This is an optimization exercise on Yosys and OpenROAD, whose aim is small area and a short achievable clock period, not a production implementation.
Where RTL was checked, it was by simulation tests only, not by an equivalence proof against the original.
Power and IR drop assume default switching activity.

09-08:
==> flow/design.v <==
`timescale 1ns/1ps
module rvExecSlice (
    input  logic        clk,
    input  logic        rstN,
    input  logic        instValid,
    input  logic [31:0] instWord,
    input  logic [31:0] pc,
    input  logic [31:0] rs1Data,
    input  logic [31:0] rs2Data,
    output logic        resValid,
    output logic [4:0]  resRd,
    output logic        resRegWrite,
    output logic [31:0] resWbValue,
    output logic        resMemRead,
    output logic        resMemWrite,
    output logic [31:0] resMemAddr,
    output logic [1:0]  resMemSize,
    output logic        resBranchTaken,
    output logic [31:0] resNextPc,
    output logic        resHalt
);
    function automatic logic [31:0] rev32(input logic [31:0] v);
        for (int i = 0; i < 32; i++) rev32[i] = v[31-i];
    endfunction
    logic [6:0] opc0;
    logic [2:0] f30;
    logic       alt0;
    logic       isOp0, isOpI0, isLoad0, isStore0, isBr0, isJal0, isJalr0, isLui0, isAuipc0;
    logic       isAlu0, sub0, sll0;
    logic [31:0] immI0, immS0, immJ0, immU0, bSel0;
    logic [3:0] cls0;
    assign opc0     = instWord[6:0];
    assign f30      = instWord[14:12];
    assign alt0     = (instWord[31:25] == 7'h20);
    assign isOp0    = (opc0 == 7'b0110011);
    assign isOpI0   = (opc0 == 7'b0010011);
    assign isLoad0  = (opc0 == 7'b0000011);
    assign isStore0 = (opc0 == 7'b0100011);
    assign isBr0    = (opc0 == 7'b1100011);
    assign isJal0   = (opc0 == 7'b1101111);
    assign isJalr0  = (opc0 == 7'b1100111);
    assign isLui0   = (opc0 == 7'b0110111);
    assign isAuipc0 = (opc0 == 7'b0010111);
    assign isAlu0   = isOp0 | isOpI0;
    assign sub0 = isBr0 | (isAlu0 & f30[2:1] == 2'b01) | (isOp0 & f30 == 3'b000 & alt0);
    assign sll0 = isAlu0 & (f30 == 3'b001);
    assign immI0 = {{20{instWord[31]}}, instWord[31:20]};
    assign immS0 = {{20{instWord[31]}}, instWord[31:25], instWord[11:7]};
    assign immJ0 = {{12{instWord[31]}}, instWord[19:12], instWord[20], instWord[30:21], 1'b0};
    assign immU0 = {instWord[31:12], 12'b0};
    assign bSel0 = ({32{isOpI0 | isLoad0 | isJalr0}} & immI0) |
                   ({32{isStore0}} & immS0) |
                   ({32{isJal0}} & immJ0) |
                   ({32{isAuipc0}} & immU0) |
                   ({32{!(isOpI0 | isLoad0 | isJalr0 | isStore0 | isJal0 | isAuipc0)}} & rs2Data);
    logic [31:2] pc40;
    logic [11:0] bOff0;
    assign pc40  = pc[31:2] + 30'd1;
    assign bOff0 = {instWord[31], instWord[31], instWord[7], instWord[30:25], instWord[11:9]} - 12'd1;
    always_comb begin
        if      (isOp0)    cls0 = 4'd1;
        else if (isOpI0)   cls0 = 4'd2;
        else if (isLoad0)  cls0 = 4'd3;
        else if (isStore0) cls0 = 4'd4;
        else if (isBr0)    cls0 = 4'd5;
        else if (isJal0)   cls0 = 4'd6;
        else if (isJalr0)  cls0 = 4'd7;
        else if (isLui0)   cls0 = 4'd8;
        else if (isAuipc0) cls0 = 4'd9;
        else               cls0 = 4'd0;
    end
    logic        v1;
    logic [31:0] a1, b1;
    logic        sub1;
    logic [3:0]  cls1;
    logic [31:7] iw1;
    logic [31:2] pc41;
    logic [4:0]  sa1;
    always_ff @(posedge clk or negedge rstN)
        if (!rstN) v1 <= 1'b0;
        else       v1 <= instValid;
    always_ff @(posedge clk) begin
        a1   <= (isJal0 | isAuipc0) ? {pc[31:2], 2'b00} : sll0 ? rev32(rs1Data) : rs1Data;
        b1   <= bSel0 ^ {32{sub0}};
        sub1 <= sub0;
        sa1  <= bSel0[4:0];    
        cls1 <= cls0;
        iw1  <= isBr0 ? {instWord[31], bOff0, instWord[18:7]} : instWord[31:7];
        pc41 <= pc40;
    end
    logic [2:0]  f31;
    logic        alt1;
    logic        isOp1, isOpI1, isLoad1, isStore1, isBr1, isJal1, isJalr1, isLui1, isAuipc1, isAlu1;
    logic [33:0] sumC1;
    logic [31:0] sum1, x1, sh1, tgt1;
    logic        cout1, eq1, lt1, ltu1, cmp1;
    logic        fill1;
    assign f31      = iw1[14:12];
    assign alt1     = (iw1[31:25] == 7'h20);
    assign isOp1    = (cls1 == 4'd1);
    assign isOpI1   = (cls1 == 4'd2);
    assign isLoad1  = (cls1 == 4'd3);
    assign isStore1 = (cls1 == 4'd4);
    assign isBr1    = (cls1 == 4'd5);
    assign isJal1   = (cls1 == 4'd6);
    assign isJalr1  = (cls1 == 4'd7);
    assign isLui1   = (cls1 == 4'd8);
    assign isAuipc1 = (cls1 == 4'd9);
    assign isAlu1   = isOp1 | isOpI1;
    assign sumC1 = {1'b0, a1, 1'b1} + {1'b0, b1, sub1};  
    assign sum1  = sumC1[32:1];
    assign cout1 = sumC1[33];
    assign x1    = a1 ^ b1;
    assign eq1   = &x1;                                   
    assign ltu1  = ~cout1;
    assign lt1   = (a1[31] == b1[31]) ? a1[31] : sum1[31];
    assign cmp1  = (isBr1 ? f31[1] : f31[0]) ? ltu1 : lt1;
    assign fill1 = f31[2] & alt1 & a1[31];
    assign sh1   = 32'($signed({fill1, a1}) >>> {sa1[4:3], 3'b000});
    assign tgt1  = {pc41 + {{18{iw1[30]}}, iw1[30:19]}, iw1[8], 1'b0};
    logic selSum1, selTgt1, selSh1, selG1, selP1, slt1;
    assign selTgt1 = isBr1;
    assign selSum1 = !(isAlu1 | isBr1) | (isAlu1 & f31 == 3'b000);
    assign selSh1  = isAlu1 & (f31[1:0] == 2'b01);
    assign slt1    = isAlu1 & (f31[2:1] == 2'b01);
    assign selG1   = isAlu1 & (f31[2:1] == 2'b11);
    assign selP1   = isAlu1 & f31[2] & ~f31[0];
    logic [31:0] alu1;
    assign alu1 = ({32{selSum1}} & sum1) |
                  ({32{selTgt1}} & tgt1) |
                  ({32{selSh1}}  & sh1) |
                  ({32{selP1}}   & x1) |
                  ({32{selG1}}   & (a1 & b1));
    logic        illegal1, regWr1;
    always_comb begin
        illegal1 = 1'b0;
        regWr1   = 1'b1;
        if (isOp1)
            illegal1 = (iw1[31:25] != 7'h00) && !(alt1 && (f31 == 3'b000 || f31 == 3'b101));
        else if (isOpI1)
            illegal1 = (f31 == 3'b001 || f31 == 3'b101) && (iw1[31:25] != 7'h00) &&
                       !(f31 == 3'b101 && alt1);
        else if (isLoad1)
            illegal1 = (f31 == 3'b011 || f31[2:1] == 2'b11);
        else if (isStore1) begin
            regWr1   = 1'b0;
            illegal1 = (f31[2] || f31[1:0] == 2'b11);
        end else if (isBr1) begin
            regWr1   = 1'b0;
            illegal1 = (f31[2:1] == 2'b01);
        end else if (!(isJal1 | isJalr1 | isLui1 | isAuipc1)) begin
            regWr1   = 1'b0;
            illegal1 = 1'b1;
        end
    end
    logic        v2;
    logic [31:0] a2;
    logic [31:2] pc42;
    logic [31:12] hi2;
    logic [4:0]  rd2;
    logic [2:0]  sh2;
    logic        fill2, sll2;
    logic        eq2, cmp2, slt2, isJ2, isJalr2, isBr2, isLui2;
    logic        memRd2, memWr2, illegal2, regWr2;
    always_ff @(posedge clk or negedge rstN)
        if (!rstN) v2 <= 1'b0;
        else       v2 <= v1;
    always_ff @(posedge clk) begin
        a2       <= alu1;
        pc42     <= pc41;
        hi2      <= iw1[31:12];
        rd2      <= iw1[11:7];
        sh2      <= selSh1 ? sa1[2:0] : 3'd0;
        fill2    <= fill1;
        sll2     <= selSh1 & ~f31[2];
        eq2      <= eq1;
        cmp2     <= cmp1;
        slt2     <= slt1;
        isJ2     <= isJal1 | isJalr1;
        isJalr2  <= isJalr1;
        isBr2    <= isBr1;
        isLui2   <= isLui1;
        memRd2   <= isLoad1;
        memWr2   <= isStore1;
        illegal2 <= illegal1;
        regWr2   <= regWr1;
    end
    logic [31:0] aS2, aR2, aF2, jt2, pc4F2, npc2, wb2;
    logic        taken2, cond2, sizeHalt2, pcHalt2, halt2;
    logic [2:0]  f32;
    logic [1:0]  size2;
    assign f32 = hi2[14:12];
    assign size2 = !(memRd2 | memWr2)                        ? 2'd0 :
                   (f32[1:0] == 2'b01 && (memRd2 || !f32[2])) ? 2'd1 :
                   (f32 == 3'b010)                            ? 2'd2 : 2'd0;
    always_comb begin
        case (f32)
            3'b000:  cond2 = eq2;
            3'b001:  cond2 = ~eq2;
            3'b100, 3'b110: cond2 = cmp2;
            3'b101, 3'b111: cond2 = ~cmp2;
            default: cond2 = 1'b0;
        endcase
    end
    assign aS2    = 32'($signed({fill2, a2}) >>> sh2);
    assign aR2    = sll2 ? rev32(aS2) : aS2;
    assign aF2    = {aR2[31:1], aR2[0] | (slt2 & cmp2)};
    assign taken2 = isJ2 | (isBr2 & cond2);
    assign jt2    = {a2[31:1], a2[0] & ~isJalr2};      
    assign pc4F2  = {pc42, 2'b00};
    assign npc2   = taken2 ? jt2 : pc4F2;
    assign sizeHalt2 = (memRd2 || memWr2) &&
                       ((size2 == 2'd1 && a2[0]) || (size2 == 2'd2 && a2[1:0] != 2'b00));  
    assign pcHalt2   = taken2 && (jt2[1:0] != 2'b00);
    assign halt2     = illegal2 || sizeHalt2 || pcHalt2;
    always_comb begin
        if (memRd2)      wb2 = 32'b0;           
        else if (isJ2)   wb2 = pc4F2;           
        else if (isLui2) wb2 = {hi2, 12'b0};
        else             wb2 = aF2;
    end
    logic v3;
    always_ff @(posedge clk or negedge rstN)
        if (!rstN) v3 <= 1'b0;
        else       v3 <= v2;
    always_ff @(posedge clk) begin
        resRd          <= rd2;
        resRegWrite    <= regWr2 && !halt2;
        resWbValue     <= wb2;
        resMemRead     <= memRd2;
        resMemWrite    <= memWr2;
        resMemAddr     <= aF2;
        resMemSize     <= size2;
        resBranchTaken <= taken2;
        resNextPc      <= npc2;
        resHalt        <= halt2;
    end
    assign resValid = v3;
endmodule
Settings: LEC_CHECK=0, ABC_AREA=1, CAP_MARGIN=20, CORE_MARGIN=2, CORE_UTILIZATION=40, CTS_BUF_LIST=sky130_fd_sc_hd__clkbuf_16, CTS_CLUSTER_DIAMETER=80, CTS_CLUSTER_SIZE=24, SETUP_SLACK_MARGIN=2.8, SLEW_MARGIN=20; clock period 5.0 ns.
standard.sh (not shown) runs the stock make flow with config.mk's settings and CLKGATE_MAP_FILE= SYNTH_SCRIPT=/design/flow/synth_recipe.tcl, a recipe that flattens the netlist after the stock synthesis.
==> flow/flow/run.sh <==
#!/bin/bash
# Standard ORFS layout with these changes:
#  - input ports are buffered with buf_1, output ports with buf_2 (after global
#    placement, flow/outbuf.tcl), instead of the default delay buffer
#  - the ABC area recipe (ABC_AREA=1) is replaced by flow/abc_area.script;
#    this only changes the mapping of combinational logic, the registers are
#    those of the standard synthesis
set -e
rm -rf scripts_abc
cp -r "$FLOW_HOME/scripts" scripts_abc
cp flow/abc_area.script scripts_abc/abc_area.script
bash standard.sh SCRIPTS_DIR="$PWD/scripts_abc" \
    BUFFER_PORTS_ARGS="-inputs -buffer_cell sky130_fd_sc_hd__buf_1" \
    POST_GLOBAL_PLACE_TCL="$PWD/flow/outbuf.tcl" finish > standard.log 2>&1
==> flow/flow/abc_area.script <==
strash
dch
map -B 0.5
topo
stime -c
buffer -c
upsize -c
dnsize -c
==> flow/flow/outbuf.tcl <==
# outputs get buf_2 port buffers; the inputs got buf_1 ones before global placement
buffer_ports -outputs -buffer_cell sky130_fd_sc_hd__buf_2
estimate_parasitics -placement
09-08: all stages complete, timing, DRC and antenna checks passed
#### Input delta (03-17 over 09-08)
--- a/flow/design.v
+++ b/flow/design.v
@@ -52,12 +52,8 @@
                    ({32{isStore0}} & immS0) |
                    ({32{isJal0}} & immJ0) |
                    ({32{isAuipc0}} & immU0) |
                    ({32{!(isOpI0 | isLoad0 | isJalr0 | isStore0 | isJal0 | isAuipc0)}} & rs2Data);
-    logic [31:2] pc40;
-    logic [11:0] bOff0;
-    assign pc40  = pc[31:2] + 30'd1;
-    assign bOff0 = {instWord[31], instWord[31], instWord[7], instWord[30:25], instWord[11:9]} - 12'd1;
     always_comb begin
         if      (isOp0)    cls0 = 4'd1;
         else if (isOpI0)   cls0 = 4'd2;
         else if (isLoad0)  cls0 = 4'd3;
@@ -73,9 +69,9 @@
     logic [31:0] a1, b1;
     logic        sub1;
     logic [3:0]  cls1;
     logic [31:7] iw1;
-    logic [31:2] pc41;
+    logic [31:2] pc1;
     logic [4:0]  sa1;
     always_ff @(posedge clk or negedge rstN)
         if (!rstN) v1 <= 1'b0;
         else       v1 <= instValid;
@@ -84,10 +80,10 @@
         b1   <= bSel0 ^ {32{sub0}};
         sub1 <= sub0;
         sa1  <= bSel0[4:0];    
         cls1 <= cls0;
-        iw1  <= isBr0 ? {instWord[31], bOff0, instWord[18:7]} : instWord[31:7];
-        pc41 <= pc40;
+        iw1  <= instWord[31:7];
+        pc1  <= pc[31:2];
     end
     logic [2:0]  f31;
     logic        alt1;
     logic        isOp1, isOpI1, isLoad1, isStore1, isBr1, isJal1, isJalr1, isLui1, isAuipc1, isAlu1;
@@ -116,9 +112,9 @@
     assign lt1   = (a1[31] == b1[31]) ? a1[31] : sum1[31];
     assign cmp1  = (isBr1 ? f31[1] : f31[0]) ? ltu1 : lt1;
     assign fill1 = f31[2] & alt1 & a1[31];
     assign sh1   = 32'($signed({fill1, a1}) >>> {sa1[4:3], 3'b000});
-    assign tgt1  = {pc41 + {{18{iw1[30]}}, iw1[30:19]}, iw1[8], 1'b0};
+    assign tgt1  = {pc1, 2'b00} + {{20{iw1[31]}}, iw1[7], iw1[30:25], iw1[11:8], 1'b0};
     logic selSum1, selTgt1, selSh1, selG1, selP1, slt1;
     assign selTgt1 = isBr1;
     assign selSum1 = !(isAlu1 | isBr1) | (isAlu1 & f31 == 3'b000);
     assign selSh1  = isAlu1 & (f31[1:0] == 2'b01);
@@ -166,9 +162,9 @@
         if (!rstN) v2 <= 1'b0;
         else       v2 <= v1;
     always_ff @(posedge clk) begin
         a2       <= alu1;
-        pc42     <= pc41;
+        pc42     <= pc1 + 30'd1;
         hi2      <= iw1[31:12];
         rd2      <= iw1[11:7];
         sh2      <= selSh1 ? sa1[2:0] : 3'd0;
         fill2    <= fill1;
--- outcome ---
- Diff 09-08 -> 03-17 | wire length of the first global-routing pass | decrease of about 1.1%
- Between 03-17 and 09-08, count of distinct cell types in the synthesized netlist is higher for 09-08, 03-17 comes in under that.
- [compare] base=09-08 new=03-17: post-synthesis cell count moved up; floorplan core area level; net switching power of the design moved down.
- 03-17 vs. 09-08: final critical-path share of the clock period saw a decrease, post-placement worst setup slack lost 0.34 ns, height of the die saw little to no change, sum of internal, switching and leakage power lost 3.4%.
- Count of TritonRoute iterations in the first routing pass ended up 1 higher on 03-17 than on 09-08.
- Changes observed in 03-17 relative to 09-08: number of non-clock buffers now smaller; wire length now smaller.
Only the layout flow was run in 09-08; the RTL was not checked for function there.

-- static timing again, ports no longer ideal --
The flow's constraints put no driver on any port. The routed layouts listed below were extracted and timed again, unchanged, in two steps.
Step 1 (the two cells are an assumption about what drives the block):
set clk [get_ports {clk}]
set_driving_cell -lib_cell sky130_fd_sc_hd__clkbuf_16 $clk
set_driving_cell -lib_cell sky130_fd_sc_hd__buf_2 [delete_from_list [all_inputs] $clk]
Step 2 also shifts input and output timing later by t, the mid clock arrival at the registers, as if the neighbouring blocks saw the same clock.
a / b / c = no drivers / after step 1 / after step 2; a / b = the first two.
run	t (ns)	setup WS [ns]	clock arrival spread, ns
09-08	0.618	2.708 / 2.708 / 2.206	0.022 / 0.022
03-17	0.619	2.782 / 2.782 / 2.333	0.035 / 0.035
After both steps setup and hold are still met in every run listed. The setup slack of 09-08, which loses most, moves by 0.000 ns with the drivers and by -0.502 ns with both steps.
